Background: an optimization exercise with open tools, aiming at small area. Do not read the settings as production practice. In this exercise RTL edits were held to simulation tests only and were not proved equivalent to the original. Power is estimated from default activity; no workload was simulated. No driver is modelled on the clock port, so clocking that relies on it looks cheaper here than on a real chip.

Setup of alpha:
## int_core_top
module int_core_top (
	input logic clk,
	input logic rst,
	input logic in_valid,
	output logic in_ready,
	input logic [31:0] in_instr,
	output logic res_valid,
	input logic res_ready,
	output logic [4:0] res_rd,
	output logic [31:0] res_value,
	output logic res_write,
	output logic res_illegal
);
For scale: ~1000 flip-flops, roughly 25000 sq um of cells after synthesis.
Settings: LEC_CHECK=0, ABC_AREA=1, CAP_MARGIN=20, CORE_MARGIN=2, CORE_UTILIZATION=40, SLEW_MARGIN=20; clock period 6.0 ns.
standard.sh (not shown) runs the stock make flow with config.mk's settings and CLKGATE_MAP_FILE= SYNTH_SCRIPT=/design/flow/synth_recipe.tcl, a recipe that flattens the netlist after the stock synthesis.
==> flow/flow/run.sh <==
#!/bin/bash
# Own layout flow: the standard ORFS flow (standard.sh, unchanged synthesis)
# with two changes: ports are buffered with the smallest buffer, and the clock
# tree is built without dummy loads and with the clock buffers listed here.
set -euo pipefail
export BUFFER_PORTS_ARGS="-buffer_cell sky130_fd_sc_hd__buf_1"
export CTS_ARGS="-sink_clustering_enable -repair_clock_nets -dont_use_dummy_load -buf_list sky130_fd_sc_hd__clkbuf_16 -sink_clustering_size 30 -sink_clustering_max_diameter 100"
bash standard.sh > standard.log 2>&1
Modified inputs, beta compared to alpha
# alpha
export LEC_CHECK = 0
export ABC_AREA = 1
export CAP_MARGIN = 20
export CORE_MARGIN = 2
export CORE_UTILIZATION = 40
export SLEW_MARGIN = 20
create_clock -name core_clock -period 6.0 [get_ports {clk}]
# beta
export LEC_CHECK = 0
export CAP_MARGIN = 20
export CORE_MARGIN = 2
export CORE_UTILIZATION = 40
export SLEW_MARGIN = 20
create_clock -name core_clock -period 6.0 [get_ports {clk}]
==> flow/flow/run.sh <==
#!/bin/bash
# Own layout flow: the standard ORFS flow (standard.sh, unchanged synthesis)
# with two changes: ports are buffered with the smallest buffer, and the clock
# tree is built without dummy loads and with the clock buffers listed here.
set -euo pipefail
export BUFFER_PORTS_ARGS="-buffer_cell sky130_fd_sc_hd__buf_1"
export CTS_ARGS="-sink_clustering_enable -repair_clock_nets -dont_use_dummy_load -buf_list sky130_fd_sc_hd__clkbuf_8"
bash standard.sh > standard.log 2>&1
==> comparison <==
alpha → beta: share of total power consumed by net switching barely changed, number of clock sinks saw little to no change, count of antenna-violating nets left after detailed routing barely changed, cell count after placement now smaller. Of beta and alpha, the run reporting the lower minimum clock period was alpha. Compared to alpha, beta has count of clock-buffer cells in the layout 109 higher. The core utilization of beta exceeds that of alpha by 2.1 points. For sequential group power, beta and alpha come out practically identical. Final cell area: beta above alpha.

* * *

The RTL this note starts from:
==> flow/design.v <==
package rv_pkg;
	typedef logic [32-1:0] word_t;  
	typedef logic [31:0] instr_t;  
	typedef logic [$clog2(32)-1:0] reg_idx_t;  
	typedef logic [3:0] alu_op_t;  
	typedef struct packed {
		alu_op_t op;  
		word_t a;  
		word_t b;  
		reg_idx_t rd;  
		logic write;  
		logic illegal;  
	} dec_op_t;
	typedef struct packed {
		reg_idx_t rd;  
		word_t value;  
		logic write;  
		logic illegal;  
	} result_t;
endpackage
`timescale 1ns/1ns
module reg_ring (
	input logic clk,
	input logic sel_a,
	input logic sel_b,
	input logic wbit_n,
	output logic tail
);
	logic [31:0] q;
	assign tail = q[0];
	always_ff @(posedge clk) begin
		q <= {!((sel_a && sel_b) ? wbit_n : q[0]), q[31:1]};
	end
endmodule
`timescale 1ns/1ns
module mux32 (
	input logic [31:0] d,
	input logic [4:0] sel,
	output logic y
);
	logic [7:0] l1;
	logic [1:0] l2;
	genvar i;
	generate
		for (i = 0; i < 8; i++) begin : g_l1
			mux4 u_m (.d (d[4*i +: 4]), .sel (sel[1:0]), .y (l1[i]));
		end
		for (i = 0; i < 2; i++) begin : g_l2
			mux4 u_m (.d (l1[4*i +: 4]), .sel (sel[3:2]), .y (l2[i]));
		end
	endgenerate
	assign y = sel[4] ? l2[1] : l2[0];
endmodule
module mux4 (
	input logic [3:0] d,
	input logic [1:0] sel,
	output logic y
);
	assign y = d[sel];
endmodule
`timescale 1ns/1ns
module int_core_top (
	input logic clk,
	input logic rst,
	input logic in_valid,
	output logic in_ready,
	input logic [31:0] in_instr,
	output logic res_valid,
	input logic res_ready,
	output logic [4:0] res_rd,
	output logic [31:0] res_value,
	output logic res_write,
	output logic res_illegal
);
	logic [4:0] ph;  
	logic clr;  
	logic in1;  
	logic in2;  
	logic cy;  
	logic [4:0] sh;  
	logic res_w;
	logic [6:0] opcode;
	logic [2:0] f3;
	logic [6:0] f7;
	logic [4:0] rd, rs1, rs2;
	logic is_op, is_imm, is_lui, legal, inv_b, is_shift;
	assign opcode = in_instr[6:0];
	assign f3 = in_instr[14:12];
	assign f7 = in_instr[31:25];
	assign rd = in_instr[11:7];
	assign rs1 = in_instr[19:15];
	assign rs2 = in_instr[24:20];
	assign is_op = (opcode == 7'b0110011);
	assign is_imm = (opcode == 7'b0010011);
	assign is_lui = (opcode == 7'b0110111);
	assign is_shift = !is_lui && f3[1:0] == 2'b01;
	always_comb begin
		legal = is_lui;
		if (is_op)
			legal = (f7 == 7'h00) || (f7 == 7'h20 && (f3 == 3'd0 || f3 == 3'd5));
		if (is_imm)
			legal = (f3 == 3'd1) ? (f7 == 7'h00) :
				(f3 == 3'd5) ? (f7 == 7'h00 || f7 == 7'h20) : 1'b1;
	end
	assign inv_b = (is_op && f3 == 3'd0 && f7[5]) || f3 == 3'd2 || f3 == 3'd3;
	logic [31:0] tail;  
	logic [3:0] sel_lo;  
	logic [7:0] sel_hi;
	logic wbit, wbit_n;
	logic par;  
	assign tail[0] = par;  
	genvar r;
	generate
		for (r = 1; r < 32; r++) begin : g_ring
			reg_ring u_ring (
				.clk (clk),
				.sel_a (sel_lo[r % 4]),
				.sel_b (sel_hi[r / 4]),
				.wbit_n (wbit_n),
				.tail (tail[r])
			);
		end
	endgenerate
	logic a_bit, b_reg, b_bit, imm_bit;
	logic a_tail, b_tail;
	mux32 u_mux_a (.d (tail), .sel (rs1), .y (a_tail));
	mux32 u_mux_b (.d (tail), .sel (rs2), .y (b_tail));
	assign a_bit = (a_tail ^ par) & !clr;
	assign b_reg = (b_tail ^ par) & !clr;
	logic [31:0] imm_u;
	logic [15:0] imm_i;
	assign imm_u = {in_instr[31:12], 12'b0};
	assign imm_i = {{4{in_instr[31]}}, in_instr[31:20]};
	assign imm_bit = is_lui ? imm_u[ph] : (ph[4] ? in_instr[31] : imm_i[ph[3:0]]);
	assign b_bit = is_op ? b_reg : imm_bit;
	logic bb, cin, sum, cout;
	assign bb = b_bit ^ inv_b;
	assign cin = (ph == 5'd0) ? inv_b : cy;
	assign sum = a_bit ^ bb ^ cin;
	assign cout = (a_bit & bb) | (a_bit & cin) | (bb & cin);
	assign sh = res_rd;
	logic shl_run;  
	logic [4:0] sidx;
	logic [31:0] sv;
	logic sbit;
	logic ph_lt;
	always_comb begin
		ph_lt = 1'b0;
		for (int i = 0; i < 5; i++)
			if (ph[i] != sh[i])
				ph_lt = sh[i];
	end
	assign shl_run = ph_lt || (!f3[2] && sh == 5'd0);
	assign sidx = shl_run ? sh : ph;
	assign sv = {res_value[31:1], a_bit};
	mux32 u_mux_s (.d (sv), .sel (sidx), .y (sbit));
	logic rbit;
	always_comb begin
		case (f3)
			3'd0: rbit = sum;
			3'd2, 3'd3: rbit = (ph == 5'd0) & cy;
			3'd4: rbit = a_bit ^ b_bit;
			3'd6: rbit = a_bit | b_bit;
			3'd7: rbit = a_bit & b_bit;
			default: rbit = sbit;
		endcase
		if (is_lui)
			rbit = b_bit;
		if (!legal)
			rbit = 1'b0;
	end
	logic act1, act2, accept;
	assign act1 = ((ph == 5'd0) ? (!in2 && (!res_valid || res_ready)) : in1) && in_valid;
	assign act2 = in2 && in_valid;
	assign accept = act2 && ph == 5'd31;
	assign in_ready = in2 && ph == 5'd31;  
	logic oin, oen;
	always_comb begin
		if (act1) begin
			oin = a_bit & f3[2];  
			oen = 1'b1;
		end else if (is_shift && legal) begin
			oin = f3[2] ? (f7[5] & res_value[31]) : a_bit;
			oen = act2 && shl_run;
		end else begin
			oin = rbit;
			oen = act2;
		end
	end
	assign wbit = rbit & !clr;
	assign wbit_n = wbit ^ par;
	always_comb begin
		for (int i = 0; i < 4; i++)
			sel_lo[i] = clr || (act2 && legal && rd[1:0] == i[1:0]);
		for (int i = 0; i < 8; i++)
			sel_hi[i] = clr || rd[4:2] == i[2:0];
	end
	always_ff @(posedge clk) begin
		if (rst) begin
			ph <= 5'd0;
			par <= 1'b0;
			clr <= 1'b1;
			in1 <= 1'b0;
			in2 <= 1'b0;
			res_valid <= 1'b0;
		end else begin
			for (int i = 0; i < 5; i++)
				ph[i] <= ph[i] ^ (&(ph | ~((5'd1 << i) - 5'd1)));  
			if (ph == 5'd31)
				par <= !par;
			if (ph == 5'd31)
				clr <= 1'b0;
			in1 <= act1 && ph != 5'd31;
			if (ph == 5'd31)
				in2 <= act1;
			if (accept)
				res_valid <= 1'b1;
			else if (res_ready)
				res_valid <= 1'b0;
		end
	end
	always_ff @(posedge clk) begin
		if (f3[1:0] == 2'b01)
			cy <= (ph != 5'd0 && cy) || b_bit;
		else if (ph == 5'd31)
			cy <= f3[0] ? !cout : ((a_bit ^ b_bit) ? a_bit : !cout);
		else
			cy <= cout;
		if (oen)
			res_value <= {oin, res_value[31:1]};
		for (int i = 0; i < 5; i++)
			if (act1 && ph == i[4:0])
				res_rd[i] <= b_bit ^ (!f3[2] && ph != 5'd0 && cy);
		if (accept) begin
			res_rd <= rd;
			res_w <= legal;
		end
	end
	assign res_write = res_w;
	assign res_illegal = !res_w;
endmodule
export LEC_CHECK = 0
export CAP_MARGIN = 20
export CORE_AREA = 2 2 208 208
export DIE_AREA = 0 0 210 210
export SLEW_MARGIN = 20
export SYNTH_HIERARCHICAL = 1
export SYNTH_MINIMUM_KEEP_SIZE = 0
create_clock -name core_clock -period 6.0 [get_ports {clk}]
==> flow/flow/run.sh <==
#!/bin/bash
# Own layout flow: the standard ORFS flow (standard.sh, unchanged synthesis)
# with two changes: ports are buffered with the smallest buffer, and the clock
# tree is built without dummy loads, with the clock buffers and clustering
# given here.
set -euo pipefail
export BUFFER_PORTS_ARGS="-buffer_cell sky130_fd_sc_hd__buf_1"
export CTS_ARGS="-sink_clustering_enable -repair_clock_nets -dont_use_dummy_load -buf_list sky130_fd_sc_hd__clkbuf_8 -sink_clustering_size 23 -sink_clustering_max_diameter 60"
bash standard.sh > standard.log 2>&1
Edit:
--- a/flow/flow/run.sh
+++ b/flow/flow/run.sh
@@ -6,4 +6,4 @@
 set -euo pipefail
 export BUFFER_PORTS_ARGS="-buffer_cell sky130_fd_sc_hd__buf_1"
-export CTS_ARGS="-sink_clustering_enable -repair_clock_nets -dont_use_dummy_load -buf_list sky130_fd_sc_hd__clkbuf_8 -sink_clustering_size 23 -sink_clustering_max_diameter 60"
+export CTS_ARGS="-sink_clustering_enable -repair_clock_nets -dont_use_dummy_load -buf_list sky130_fd_sc_hd__clkbuf_8 -sink_clustering_size 20 -sink_clustering_max_diameter 60"
 bash standard.sh > standard.log 2>&1
--- a/flow/config.mk
+++ b/flow/config.mk
@@ -7,6 +7,6 @@
 export LEC_CHECK = 0
 export CAP_MARGIN = 20
-export CORE_AREA = 2 2 208 208
-export DIE_AREA = 0 0 210 210
+export CORE_AREA = 2 2 246.485 246.485
+export DIE_AREA = 0 0 248.485 248.485
 export SLEW_MARGIN = 20
 export SYNTH_HIERARCHICAL = 1
Effect:
- final area went up by 1.5%
- first-iteration DRC count went down by 8.5%
- maximum frequency went down by 0.97%
- die area went up by 40%
- register-to-register slack barely changes
- via count went up by 0.69%
Edit:
--- a/flow/flow/run.sh
+++ b/flow/flow/run.sh
@@ -6,4 +6,4 @@
 set -euo pipefail
 export BUFFER_PORTS_ARGS="-buffer_cell sky130_fd_sc_hd__buf_1"
-export CTS_ARGS="-sink_clustering_enable -repair_clock_nets -dont_use_dummy_load -buf_list sky130_fd_sc_hd__clkbuf_8 -sink_clustering_size 20 -sink_clustering_max_diameter 60"
+export CTS_ARGS="-sink_clustering_enable -repair_clock_nets -dont_use_dummy_load -buf_list sky130_fd_sc_hd__clkbuf_8 -sink_clustering_size 23 -sink_clustering_max_diameter 60"
 bash standard.sh > standard.log 2>&1
--- a/flow/config.mk
+++ b/flow/config.mk
@@ -7,6 +7,7 @@
 export LEC_CHECK = 0
 export CAP_MARGIN = 20
-export CORE_AREA = 2 2 246.485 246.485
-export DIE_AREA = 0 0 248.485 248.485
+export CORE_AREA = 2 2 198 198
+export DIE_AREA = 0 0 200 200
+export GPL_TIMING_DRIVEN = 0
 export SLEW_MARGIN = 20
 export SYNTH_HIERARCHICAL = 1
The changed run ran to the end with no violations; fmax is lower by 10%; sequential share of layout area increases by 1.1 points; combinational power hardly moves; hold slack is better by 0.020 ns; first-iteration DRC count is lower by 29%; setup slack degrades by 0.61 ns; global-route usage climbs by 5.1 points; count of clock-buffer cells in the layout is lower by 8; flip-flop and latch count is unchanged; power fell by 1.4%.
Edit:
--- a/flow/flow/run.sh
+++ b/flow/flow/run.sh
@@ -6,4 +6,4 @@
 set -euo pipefail
 export BUFFER_PORTS_ARGS="-buffer_cell sky130_fd_sc_hd__buf_1"
-export CTS_ARGS="-sink_clustering_enable -repair_clock_nets -dont_use_dummy_load -buf_list sky130_fd_sc_hd__clkbuf_8 -sink_clustering_size 23 -sink_clustering_max_diameter 60"
+export CTS_ARGS="-sink_clustering_enable -repair_clock_nets -dont_use_dummy_load -buf_list sky130_fd_sc_hd__clkbuf_8 -sink_clustering_size 23 -sink_clustering_max_diameter 65"
 bash standard.sh > standard.log 2>&1
--- a/flow/config.mk
+++ b/flow/config.mk
@@ -9,5 +9,4 @@
 export CORE_AREA = 2 2 198 198
 export DIE_AREA = 0 0 200 200
-export GPL_TIMING_DRIVEN = 0
 export SLEW_MARGIN = 20
 export SYNTH_HIERARCHICAL = 1
What happened: Now the flow finished but fails on antenna violations; design area is about the same; worst setup slack improved by 0.64 ns; area after synthesis does not change; hold slack gains 0.015 ns; clock-buffer cell count is unchanged; synthesized cell count stays the same; cell count stays flat.

* * *

job 9202:
Starts from the design.v that is shown in full above.
Settings: LEC_CHECK=0, CAP_MARGIN=20, CORE_AREA=2 2 198 198, DIE_AREA=0 0 200 200, SLEW_MARGIN=20, SYNTH_HIERARCHICAL=1, SYNTH_MINIMUM_KEEP_SIZE=0; clock period 6.0 ns.
==> flow/flow/run.sh <==
#!/bin/bash
# Own layout flow: the standard ORFS flow (standard.sh, unchanged synthesis)
# with two changes: ports are buffered with the smallest buffer, and the clock
# tree is built without dummy loads, with the clock buffers and clustering
# given here.
set -euo pipefail
export BUFFER_PORTS_ARGS="-buffer_cell sky130_fd_sc_hd__buf_1"
export CTS_ARGS="-sink_clustering_enable -repair_clock_nets -dont_use_dummy_load -buf_list sky130_fd_sc_hd__clkbuf_8 -sink_clustering_size 23 -sink_clustering_max_diameter 60"
bash standard.sh > standard.log 2>&1
The final layout from job 9202, which completed every stage, passed the timing, DRC and antenna checks at the end of the flow.
Input changes introduced in job 2036 (baseline for comparison: job 9202):
- CAP_MARGIN changed from 20 to 5
- SLEW_MARGIN changed from 20 to 5
--- a/flow/flow/run.sh
+++ b/flow/flow/run.sh
@@ -6,4 +6,4 @@
 set -euo pipefail
 export BUFFER_PORTS_ARGS="-buffer_cell sky130_fd_sc_hd__buf_1"
-export CTS_ARGS="-sink_clustering_enable -repair_clock_nets -dont_use_dummy_load -buf_list sky130_fd_sc_hd__clkbuf_8 -sink_clustering_size 23 -sink_clustering_max_diameter 60"
+export CTS_ARGS="-sink_clustering_enable -repair_clock_nets -dont_use_dummy_load -buf_list sky130_fd_sc_hd__clkbuf_8 -sink_clustering_size 22 -sink_clustering_max_diameter 60"
 bash standard.sh > standard.log 2>&1
Notes after the runs:
Side by side, clock share of power turned out higher in job 2036 than in job 9202. Global-route wire length before repair: job 9202 vs job 2036 — no meaningful difference. [compare] base=job 9202 new=job 2036: post-layout instance count excluding filler cells has remained practically unchanged; area overhead of the layout relative to synthesis has remained practically unchanged. For worst-skew pair later-pin latency, job 2036 and job 9202 come out practically identical.
## Diff of input files: job 6425 against job 2036
- a change of CAP_MARGIN from 5 to 20
- a change of SLEW_MARGIN from 5 to 20
## What came out
Job 6425 | status: complete | timing, DRC, antenna: pass. Taking job 2036 as the reference, in job 6425 overall power consumption has remained practically unchanged; clock period minus final worst setup slack fell 0.0050 ns. The peak clock frequency supported by timing was comparable across job 6425 and job 2036. Static power due to leakage across job 6425 and job 2036: no real change. On total routed wire length on the met1 layer, job 6425 and job 2036 are basically level. Highest ir drop seen on vdd across job 6425 and job 2036: no real change. Wire length: job 2036 vs job 6425 — no meaningful difference. Job 2036 -> job 6425: routed length per placed instance flat. Job 6425 vs job 2036 — amount of wire on met3 after detailed routing dropped 2.7%. Between job 6425 and job 2036, the design area figures differ only marginally. Proportion of total power due to net switching: job 6425 vs job 2036, no meaningful difference.

-- port drivers added, routing unchanged --
How much do the figures lean on ideal ports? The routed layouts below were timed once more, with nothing changed but the port constraints. Step 1 assumes that a clkbuf_16 drives the clock port and a buf_2 every other input. Step 2 times the ports against the registers' clock, not the clock port: input delays grow and output delays shrink by t, the midpoint of the rising clock arrivals with the driver on. Slacks: ideal ports / drivers / drivers and shift; pairs: ideal ports / drivers.
run | t (ns) | slack for setup (ns) | worst setup path after step 2 | latest minus earliest clock arrival (ns) | worst data-port slew with drivers (ns)
alpha | 0.627 | 1.327 / 1.296 / 0.670 | input to register | 0.041 / 0.041 | 0.09
beta | 0.751 | 0.968 / 0.968 / 0.248 | input to register | 0.103 / 0.102 | 0.07
the first run of note 2 | 0.676 | 0.797 / 0.816 / 0.140 | input to register | 0.126 / 0.126 | 0.09
the second run of note 2 | 0.680 | 0.746 / 0.766 / 0.086 | input to register | 0.124 / 0.124 | 0.11
the third run of note 2 | 0.669 | 0.131 / 0.123 / -0.546 | input to register | 0.102 / 0.102 | 0.09
the fourth run of note 2 | 0.662 | 0.776 / 0.803 / 0.140 | input to register | 0.115 / 0.115 | 0.09
job 9202 | 0.669 | 0.741 / 0.768 / 0.098 | input to register | 0.119 / 0.119 | 0.10
job 2036 | 0.676 | 0.760 / 0.787 / 0.111 | input to register | 0.115 / 0.115 | 0.10
job 6425 | 0.676 | 0.765 / 0.792 / 0.116 | input to register | 0.115 / 0.115 | 0.09
With both steps, setup timing fails in the third run of note 2, where it was met with ideal ports. The setup slack of beta, which loses most, moves by 0.000 ns with the drivers and by -0.720 ns with both steps.
